This design comes from an exercise in tuning for small area, a short achievable clock period and few clock cycles on the open sky130 flow, not from production work.
RTL that was checked went through simulation tests only; none was proved equivalent to the original.

==> inputs of run R <==
==> flow/design.v <==
module lcd_img_ctrl #(
   parameter int unsigned IMG_W = 8,
   parameter int unsigned DW    = 8,
   parameter int unsigned AW    = 6
) (
   input  logic          clk,
   input  logic          reset,
   input  logic [3:0]    cmd,
   input  logic          cmd_valid,
   output logic          IROM_rd,
   output logic [AW-1:0] IROM_A,
   input  logic [DW-1:0] IROM_Q,
   output logic          IRAM_valid,
   output logic [DW-1:0] IRAM_D,
   output logic [AW-1:0] IRAM_A,
   output logic          busy,
   output logic          done
);
   localparam int NPIX = 64;
   function automatic logic [6:0] pe64(input logic [63:0] v);
      logic [7:0]  any8;
      logic [23:0] lo;
      logic [2:0]  g;
      logic        f;
      for (int i = 0; i < 8; i++) begin
         any8[i] = |v[i*8 +: 8];
         lo[i*3 +: 3] = 3'd0;
         for (int j = 7; j >= 0; j--) if (v[i*8 + j]) lo[i*3 +: 3] = 3'(j);
      end
      g = 3'd0;
      for (int i = 7; i >= 0; i--) if (any8[i]) g = 3'(i);
      f = |any8;
      pe64 = {f, g, lo[g*3 +: 3]};
   endfunction
   function automatic logic [63:0] dec64(input logic [5:0] a);
      dec64 = 64'd1 << a;
   endfunction
   logic [2:0]    x_q, y_q;              
   logic [7:0]    colW, rowW;            
   logic          fin_q;                 
   logic          s1_v, s1_fwd;
   logic [3:0]    s1_op;
   logic          s2_v;
   logic [7:0]    colS2, rowS2;          
   logic [DW-1:0] w_q [4];               
   logic          s2_mx, s2_mn, s2_avg, s2_perm;
   logic [7:0]    s2_src;
   logic          rv1;                   
   logic [AW-1:0] ra1;                   
   logic [NPIX-1:0] req_q;               
   logic [NPIX-1:0] dirty_q;             
   logic            fresh_q;             
   logic [NPIX-1:0] req_v, dirty_v;      
   logic          wv1;
   logic [AW-1:0] wa1;
   logic [DW-1:0] img [0:NPIX-1];
   assign req_v   = req_q;
   assign dirty_v = dirty_q;
   logic ready, s1_adv, take;
   logic [2:0] x_n, y_n;
   logic [7:0] colW_n, rowW_n;
   always_comb begin
      x_n = x_q;
      y_n = y_q;
      colW_n = colW;
      rowW_n = rowW;
      if (take) begin
         case (cmd)
            4'h1: if (!rowW[0]) begin y_n = y_q - 3'd1; rowW_n = rowW >> 1; end
            4'h2: if (!rowW[7]) begin y_n = y_q + 3'd1; rowW_n = rowW << 1; end
            4'h3: if (!colW[0]) begin x_n = x_q - 3'd1; colW_n = colW >> 1; end
            4'h4: if (!colW[7]) begin x_n = x_q + 3'd1; colW_n = colW << 1; end
            default: ;
         endcase
      end
   end
   logic [7:0] colN, rowN;               
   assign colN = colW | (colW << 1) | (colW >> 1);
   assign rowN = rowW | (rowW << 1) | (rowW >> 1);
   logic [NPIX-1:0] winmask, nbmask;
   always_comb begin
      for (int p = 0; p < NPIX; p++) begin
         winmask[p] = rowW[p/8] & colW[p%8];
         nbmask[p]  = rowN[p/8] & colN[p%8];
      end
   end
   logic ready_q, busy_q, rdy_n, s1_v_n;
   logic [NPIX-1:0] req_n;
   assign ready  = ready_q;
   assign s1_adv = s1_v & ready_q;
   assign busy   = busy_q;
   assign take   = cmd_valid & ~busy_q;
   assign rdy_n  = ~fresh_q & (&(req_n | ~winmask));
   always_comb begin
      if (take && cmd >= 4'h5 && cmd <= 4'hB) s1_v_n = 1'b1;
      else if (s1_adv)                        s1_v_n = 1'b0;
      else                                    s1_v_n = s1_v;
   end
   logic [DW-1:0] rd_cls [4];
   logic [AW-1:0] wa_cls [4];
   always_comb begin
      for (int k = 0; k < 4; k++) begin
         logic [2:0] col, row;
         col = 3'd0;
         row = 3'd0;
         for (int c = 0; c < 8; c++) begin
            if (colW[c] && (c % 2) == k % 2) col = 3'(c);
            if (rowW[c] && (c % 2) == k / 2) row = 3'(c);
         end
         wa_cls[k] = {row, col};
         rd_cls[k] = img[{row, col}];
      end
   end
   logic [3:0] byp;
   always_comb begin
      for (int k = 0; k < 4; k++)
         byp[k] = rv1 & rowW[ra1[5:3]] & colW[ra1[2:0]] & (ra1[0] == k[0]) & (ra1[3] == k[1]);
   end
   function automatic logic [1:0] slot_cls(input logic [1:0] slot, input logic a, input logic b);
      slot_cls = {slot[1] ? b : ~b, slot[0] ? a : ~a};
   endfunction
   function automatic logic [1:0] cls_slot(input logic [1:0] k, input logic a, input logic b);
      cls_slot = {k[1] == b, k[0] == a};
   endfunction
   function automatic logic [1:0] perm_src(input logic [3:0] op, input logic [1:0] dst);
      logic [1:0] r;
      r = dst;
      case (op)
         4'h8: case (dst) 2'd0: r = 2'd1; 2'd1: r = 2'd3; 2'd3: r = 2'd2; default: r = 2'd0; endcase
         4'h9: case (dst) 2'd0: r = 2'd2; 2'd2: r = 2'd3; 2'd3: r = 2'd1; default: r = 2'd0; endcase
         4'hA: case (dst) 2'd0: r = 2'd2; 2'd2: r = 2'd0; 2'd1: r = 2'd3; default: r = 2'd1; endcase
         4'hB: case (dst) 2'd0: r = 2'd1; 2'd1: r = 2'd0; 2'd2: r = 2'd3; default: r = 2'd2; endcase
         default: r = dst;
      endcase
      perm_src = r;
   endfunction
   logic [7:0] s1_src;                   
   always_comb begin
      for (int k = 0; k < 4; k++)
         s1_src[k*2 +: 2] = slot_cls(perm_src(s1_op, cls_slot(2'(k), x_q[0], y_q[0])), x_q[0], y_q[0]);
   end
   logic ge01, ge02, ge03, ge12, ge13, ge23;
   assign ge01 = w_q[0] >= w_q[1];
   assign ge02 = w_q[0] >= w_q[2];
   assign ge03 = w_q[0] >= w_q[3];
   assign ge12 = w_q[1] >= w_q[2];
   assign ge13 = w_q[1] >= w_q[3];
   assign ge23 = w_q[2] >= w_q[3];
   logic [3:0] mxw, mnw;
   assign mxw[0] =  ge01 &  ge02 &  ge03;
   assign mxw[1] = ~ge01 &  ge12 &  ge13;
   assign mxw[2] = ~ge02 & ~ge12 &  ge23;
   assign mxw[3] = ~ge03 & ~ge13 & ~ge23;
   assign mnw[0] = ~ge01 & ~ge02 & ~ge03;
   assign mnw[1] =  ge01 & ~ge12 & ~ge13;
   assign mnw[2] =  ge02 &  ge12 & ~ge23;
   assign mnw[3] =  ge03 &  ge13 &  ge23;
   logic [DW+1:0] sum;
   logic [DW:0]   sum01, sum23;
   assign sum01 = {1'b0, w_q[0]} + {1'b0, w_q[1]};
   assign sum23 = {1'b0, w_q[2]} + {1'b0, w_q[3]};
   assign sum   = {1'b0, sum01} + {1'b0, sum23};
   logic [DW-1:0] r_cls [4];
   always_comb begin
      for (int k = 0; k < 4; k++) begin
         r_cls[k] = s2_avg ? sum[DW+1:2] : '0;
         for (int i = 0; i < 4; i++) begin
            if ((s2_mx & mxw[i]) | (s2_mn & mnw[i]) | (s2_perm & (s2_src[k*2 +: 2] == 2'(i))))
               r_cls[k] = r_cls[k] | w_q[i];
         end
      end
   end
   logic [3:0] colS2m4, rowS2m4;       
   always_comb begin
      for (int c = 0; c < 4; c++) begin
         colS2m4[c] = s2_v & (colS2[c] | colS2[c+4]);
         rowS2m4[c] = rowS2[c] | rowS2[c+4];
      end
   end
   logic ld_conf, ld_ok;
   assign ld_conf = colS2m4[ra1[1:0]] & rowS2m4[ra1[4:3]];
   assign ld_ok   = rv1 & ~ld_conf;
   logic [DW-1:0] lane [16];            
   always_comb begin
      for (int l = 0; l < 16; l++) begin
         if (colS2m4[l%4] & rowS2m4[l/4]) lane[l] = r_cls[{l[2], l[0]}];
         else                             lane[l] = IROM_Q;
      end
   end
   logic [NPIX-1:0] we_s2, we_ld, ra1_dec;
   assign ra1_dec = dec64(ra1);
   assign req_n   = ((req_v & ~{NPIX{fresh_q}}) | ({NPIX{IROM_rd}} & dec64(IROM_A))) &
                    ~({NPIX{rv1 & ld_conf}} & ra1_dec);
   always_comb begin
      for (int p = 0; p < NPIX; p++) begin
         we_s2[p] = s2_v & rowS2[p/8] & colS2[p%8];
         we_ld[p] = ld_ok & ra1_dec[p];
      end
   end
   always_ff @(posedge clk) begin
      for (int p = 0; p < NPIX; p++) begin
         if (we_s2[p] | we_ld[p]) img[p] <= lane[((p/8)%4)*4 + (p%8)%4];
      end
   end
   logic [NPIX-1:0] need, m2;
   logic [6:0]      pick_nb, pick_any;
   logic [3:0]      wneed;
   logic [AW-1:0]   pick_win;
   logic            lfound;
   logic [AW-1:0]   laddr;
   assign need     = ~req_v & ~({NPIX{IROM_rd}} & dec64(IROM_A));
   assign m2       = need & nbmask;
   assign pick_nb  = pe64(m2);
   assign pick_any = pe64(need);
   always_comb begin
      for (int k = 0; k < 4; k++) begin
         wneed[k] = 1'b0;
         for (int p = 0; p < NPIX; p++)
            if ((p % 2) == k % 2 && ((p / 8) % 2) == k / 2) wneed[k] = wneed[k] | (need[p] & winmask[p]);
      end
      pick_win = wa_cls[3];
      for (int k = 2; k >= 0; k--) if (wneed[k]) pick_win = wa_cls[k];
      if (|wneed)          begin lfound = 1'b1;        laddr = pick_win;       end
      else if (pick_nb[6]) begin lfound = 1'b1;        laddr = pick_nb[5:0];   end
      else                 begin lfound = pick_any[6]; laddr = pick_any[5:0]; end
   end
   logic [NPIX-1:0] dirty_c;
   logic [6:0]      pick_far, pick_dirty;
   logic [3:0] chg;
   logic [NPIX-1:0] dset_s2;
   always_comb begin
      for (int k = 0; k < 4; k++) chg[k] = r_cls[k] != w_q[k];
      for (int p = 0; p < NPIX; p++) dset_s2[p] = we_s2[p] & chg[{(p / 8) % 2 == 1, p % 2 == 1}];
   end
   assign dirty_c    = (dirty_v & ~({NPIX{wv1}} & dec64(wa1))) | dset_s2;
   assign pick_far   = pe64(dirty_c & ~nbmask);
   assign pick_dirty = pe64(dirty_c);
   logic all_quiet;
   assign all_quiet = fin_q & ~s1_v & ~s2_v & ~(|dirty_v) & (&req_v) & ~IROM_rd & ~rv1 & ~wv1;
   always_ff @(posedge clk) begin
      for (int k = 0; k < 4; k++) begin
         if (s1_fwd)      w_q[k] <= r_cls[k];
         else if (byp[k]) w_q[k] <= IROM_Q;
         else             w_q[k] <= rd_cls[k];
      end
      s2_mx   <= s1_op == 4'h5;
      s2_mn   <= s1_op == 4'h6;
      s2_avg  <= s1_op == 4'h7;
      s2_perm <= s1_op >= 4'h8;
      s2_src  <= s1_src;
      colS2   <= colW;
      rowS2   <= rowW;
      req_q   <= req_n;
      dirty_q <= (dirty_c | we_ld) & ~{NPIX{fresh_q}};
      IRAM_D <= img[wa1];
      IRAM_A <= wa1;
      ra1    <= IROM_A;
      wa1    <= pick_far[6] ? pick_far[5:0] : pick_dirty[5:0];
   end
   always_ff @(posedge clk or posedge reset) begin
      if (reset) begin
         x_q        <= 3'd4;
         y_q        <= 3'd4;
         colW       <= 8'b0001_1000;
         rowW       <= 8'b0001_1000;
         fin_q      <= 1'b0;
         s1_v       <= 1'b0;
         ready_q    <= 1'b0;
         busy_q     <= 1'b0;
         s1_fwd     <= 1'b0;
         s1_op      <= 4'h0;
         s2_v       <= 1'b0;
         rv1        <= 1'b0;
         fresh_q    <= 1'b1;
         wv1        <= 1'b0;
         IROM_rd    <= 1'b1;
         IROM_A     <= AW'(36);
         IRAM_valid <= 1'b0;
         done       <= 1'b0;
      end else begin
         fresh_q <= 1'b0;
         x_q  <= x_n;
         y_q  <= y_n;
         colW <= colW_n;
         rowW <= rowW_n;
         if (take && cmd == 4'h0) fin_q <= 1'b1;
         s1_v    <= s1_v_n;
         ready_q <= rdy_n;
         busy_q  <= (fin_q | (take && cmd == 4'h0)) | (s1_v_n & ~rdy_n);
         if (take && cmd >= 4'h5 && cmd <= 4'hB) begin
            s1_op  <= cmd;
            s1_fwd <= s1_adv;
         end
         s2_v <= s1_adv;
         rv1     <= IROM_rd;
         IROM_rd <= lfound | fresh_q;
         IROM_A  <= fresh_q ? AW'(35) : laddr;
         wv1        <= pick_dirty[6] & ~fresh_q;
         IRAM_valid <= wv1;
         if (all_quiet) done <= 1'b1;
      end
   end
endmodule
==> flow/flow/run.sh <==
#!/bin/bash
# Own flow: the standard layout (standard synthesis, floorplan, placement, CTS, routing)
# at the design's clock period and constraints, with repair_timing asked to leave extra
# setup margin so that it also speeds up paths that already meet the 12 ns clock.
# The make output goes to flow_make.log here; each ORFS step keeps its own log under orfs/logs.
set -euo pipefail
bash standard.sh SETUP_SLACK_MARGIN=7.5 finish > flow_make.log 2>&1
==> flow/standard.sh <==
#!/bin/bash
# synth_recipe.tcl (not shown) runs the flow's synth.tcl, then flattens the netlist and writes it again
# the make line also repeats each setting of config.mk as NAME=value (left out here)
make -C /OpenROAD-flow-scripts/flow DESIGN_CONFIG=/design/flow/config.mk WORK_HOME=/design/flow/orfs CLKGATE_MAP_FILE= SYNTH_SCRIPT=/design/flow/synth_recipe.tcl "${@:-finish}"
==> flow/config.mk <==
export PLATFORM = sky130hd
export DESIGN_NAME = lcd_img_ctrl
export DESIGN_NICKNAME = lcd_img_ctrl
export VERILOG_FILES = /design/flow/design.v
export SDC_FILE = /design/flow/constraint.sdc
export NUM_CORES = 4
export LEC_CHECK = 0
export CAP_MARGIN = 20
export CELL_PAD_IN_SITES_DETAIL_PLACEMENT = 0
export CELL_PAD_IN_SITES_GLOBAL_PLACEMENT = 1
export CORE_MARGIN = 2
export CORE_UTILIZATION = 50
export PLACE_DENSITY = 0.75
export SLEW_MARGIN = 20
==> flow/constraint.sdc <==
create_clock -name core_clock -period 12.0 [get_ports {clk}]
set_input_delay 2.4000 -clock core_clock [delete_from_list [all_inputs] [get_ports {clk}]]
set_output_delay 2.4000 -clock core_clock [all_outputs]
set_load 0.01 [all_outputs]
==> inputs of run F, as changes to run R <==
--- a/flow/design.v
+++ b/flow/design.v
@@ -109,5 +109,5 @@
          end
          wa_cls[k] = {row, col};
-         rd_cls[k] = img[{row, col}];
+         rd_cls[k] = img[{row[2:1], k[1], col[2:1], k[0]}];
       end
    end
@@ -227,11 +227,24 @@
    logic [NPIX-1:0] dirty_c;
    logic [6:0]      pick_far, pick_dirty;
-   logic [3:0] chg;
+   logic [15:0] eqm;                    
+   logic [3:0]  chg, unch;
    logic [NPIX-1:0] dset_s2;
    always_comb begin
-      for (int k = 0; k < 4; k++) chg[k] = r_cls[k] != w_q[k];
+      for (int i = 0; i < 4; i++)
+         for (int j = 0; j < 4; j++)
+            eqm[i*4+j] = (i == j) ? 1'b1 : (w_q[i] == w_q[j]);
+      for (int k = 0; k < 4; k++) begin
+         unch[k] = s2_avg & eqm[0*4+1] & eqm[0*4+2] & eqm[0*4+3];
+         for (int i = 0; i < 4; i++) begin
+            if ((s2_mx & mxw[i]) | (s2_mn & mnw[i]) | (s2_perm & (s2_src[k*2 +: 2] == 2'(i))))
+               unch[k] = unch[k] | eqm[i*4+k];
+         end
+         chg[k] = ~unch[k];
+      end
       for (int p = 0; p < NPIX; p++) dset_s2[p] = we_s2[p] & chg[{(p / 8) % 2 == 1, p % 2 == 1}];
    end
-   assign dirty_c    = (dirty_v & ~({NPIX{wv1}} & dec64(wa1))) | dset_s2;
+   logic [NPIX-1:0] dirty_k;             
+   assign dirty_k    = dirty_v & ~({NPIX{wv1}} & dec64(wa1));
+   assign dirty_c    = dirty_k;
    assign pick_far   = pe64(dirty_c & ~nbmask);
    assign pick_dirty = pe64(dirty_c);
@@ -252,5 +265,5 @@
       rowS2   <= rowW;
       req_q   <= req_n;
-      dirty_q <= (dirty_c | we_ld) & ~{NPIX{fresh_q}};
+      dirty_q <= (dirty_k | dset_s2 | we_ld) & ~{NPIX{fresh_q}};
       IRAM_D <= img[wa1];
       IRAM_A <= wa1;
==> flow/run.sh (new file) <==
#!/bin/bash
# synth_recipe.tcl (not shown) runs the flow's synth.tcl, then flattens the netlist and writes it again
# the make line also repeats each setting of config.mk as NAME=value (left out here)
make -C /OpenROAD-flow-scripts/flow DESIGN_CONFIG=/design/flow/config.mk WORK_HOME=/design/flow/orfs CLKGATE_MAP_FILE= SYNTH_SCRIPT=/design/flow/synth_recipe.tcl finish
==> flow/config.mk (replaced) <==
export PLATFORM = sky130hd
export DESIGN_NAME = lcd_img_ctrl
export DESIGN_NICKNAME = lcd_img_ctrl
export VERILOG_FILES = /design/flow/design.v
export SDC_FILE = /design/flow/constraint.sdc
export NUM_CORES = 4
export LEC_CHECK = 0
export CAP_MARGIN = 20
export CELL_PAD_IN_SITES_DETAIL_PLACEMENT = 1
export CELL_PAD_IN_SITES_GLOBAL_PLACEMENT = 2
export CORE_MARGIN = 2
export CORE_UTILIZATION = 35
export CTS_BUF_LIST = sky130_fd_sc_hd__clkbuf_4 sky130_fd_sc_hd__clkbuf_8
export PLACE_DENSITY = 0.45
export SLEW_MARGIN = 20
removed: flow/flow/run.sh
removed: flow/standard.sh
==> summary of the runs <==
Run F passed the timing, DRC and antenna checks. Run R did not get past global routing (5_1_grt) with GRT-0232. Of run R and run F, run R has the higher synthesized cell count (gap 7.1%, measured against run F). Between run F and run R, the lower synthesized area is in run F (gap 2.4%, measured against run R).
==> figures <==
item	run R	run F
Run status	stopped before the end	finished clean
Last stage reached	global routing (5_1_grt)	-
Pre-CTS setup slack	4.137 ns	7.118 ns
Seq/Total Area, Yosys	45.40%	46.51%
Number of placed instances, taps included	6062	6229
Area of placed instances	48150 µm²	47840 µm²
Synth top area share	33.77%	34.60%
Die H	305.7 µm	360.3 µm
Initial Util	50.50%	35.35%
GPL Wtd Cong	1.273	1.182
Share of synthesized area spent on multiplexers	1.204%	1.208%
Compound-gate portion of the synthesized area	29.96%	29.49%
Clock Tree Root	clkbuf_16	clkbuf_8
Post-synthesis area per instance	9.230 µm²	9.655 µm²
PostCTS Resize Cnt	332	0
H-tree Lvls	3	4
Testbench counts of run F, summed over its fixed seeds: cycles 4,436.
No functional check of the RTL was part of run R.

what the ideal ports hide:
In the flow no input, the clock included, has a driving cell. The finished layout below was timed again as built, in two steps. Step 1: set_driving_cell puts a clkbuf_16 on clk and a buf_2 on each other input, an assumption about the parent block. Step 2 times the ports against the registers' clock, not the clock port: input delays grow and output delays shrink by t, the midpoint of the rising clock arrivals with the driver on. Slacks: ideal ports / drivers / drivers and shift; pairs: ideal ports / drivers.
run: run F
shift t [ns]: 1.018
slack for setup (ns): 6.922 / 6.921 / 6.922
worst hold slack (ns): 0.493 / 0.493 / 0.493
worst setup path after step 2: register to register
slew at the worst register clock pin (ns): 0.07 / 0.07
After both steps run F still meets setup and hold. The setup slack of run F moves by -0.001 ns with the drivers and by 0.000 ns with both steps.
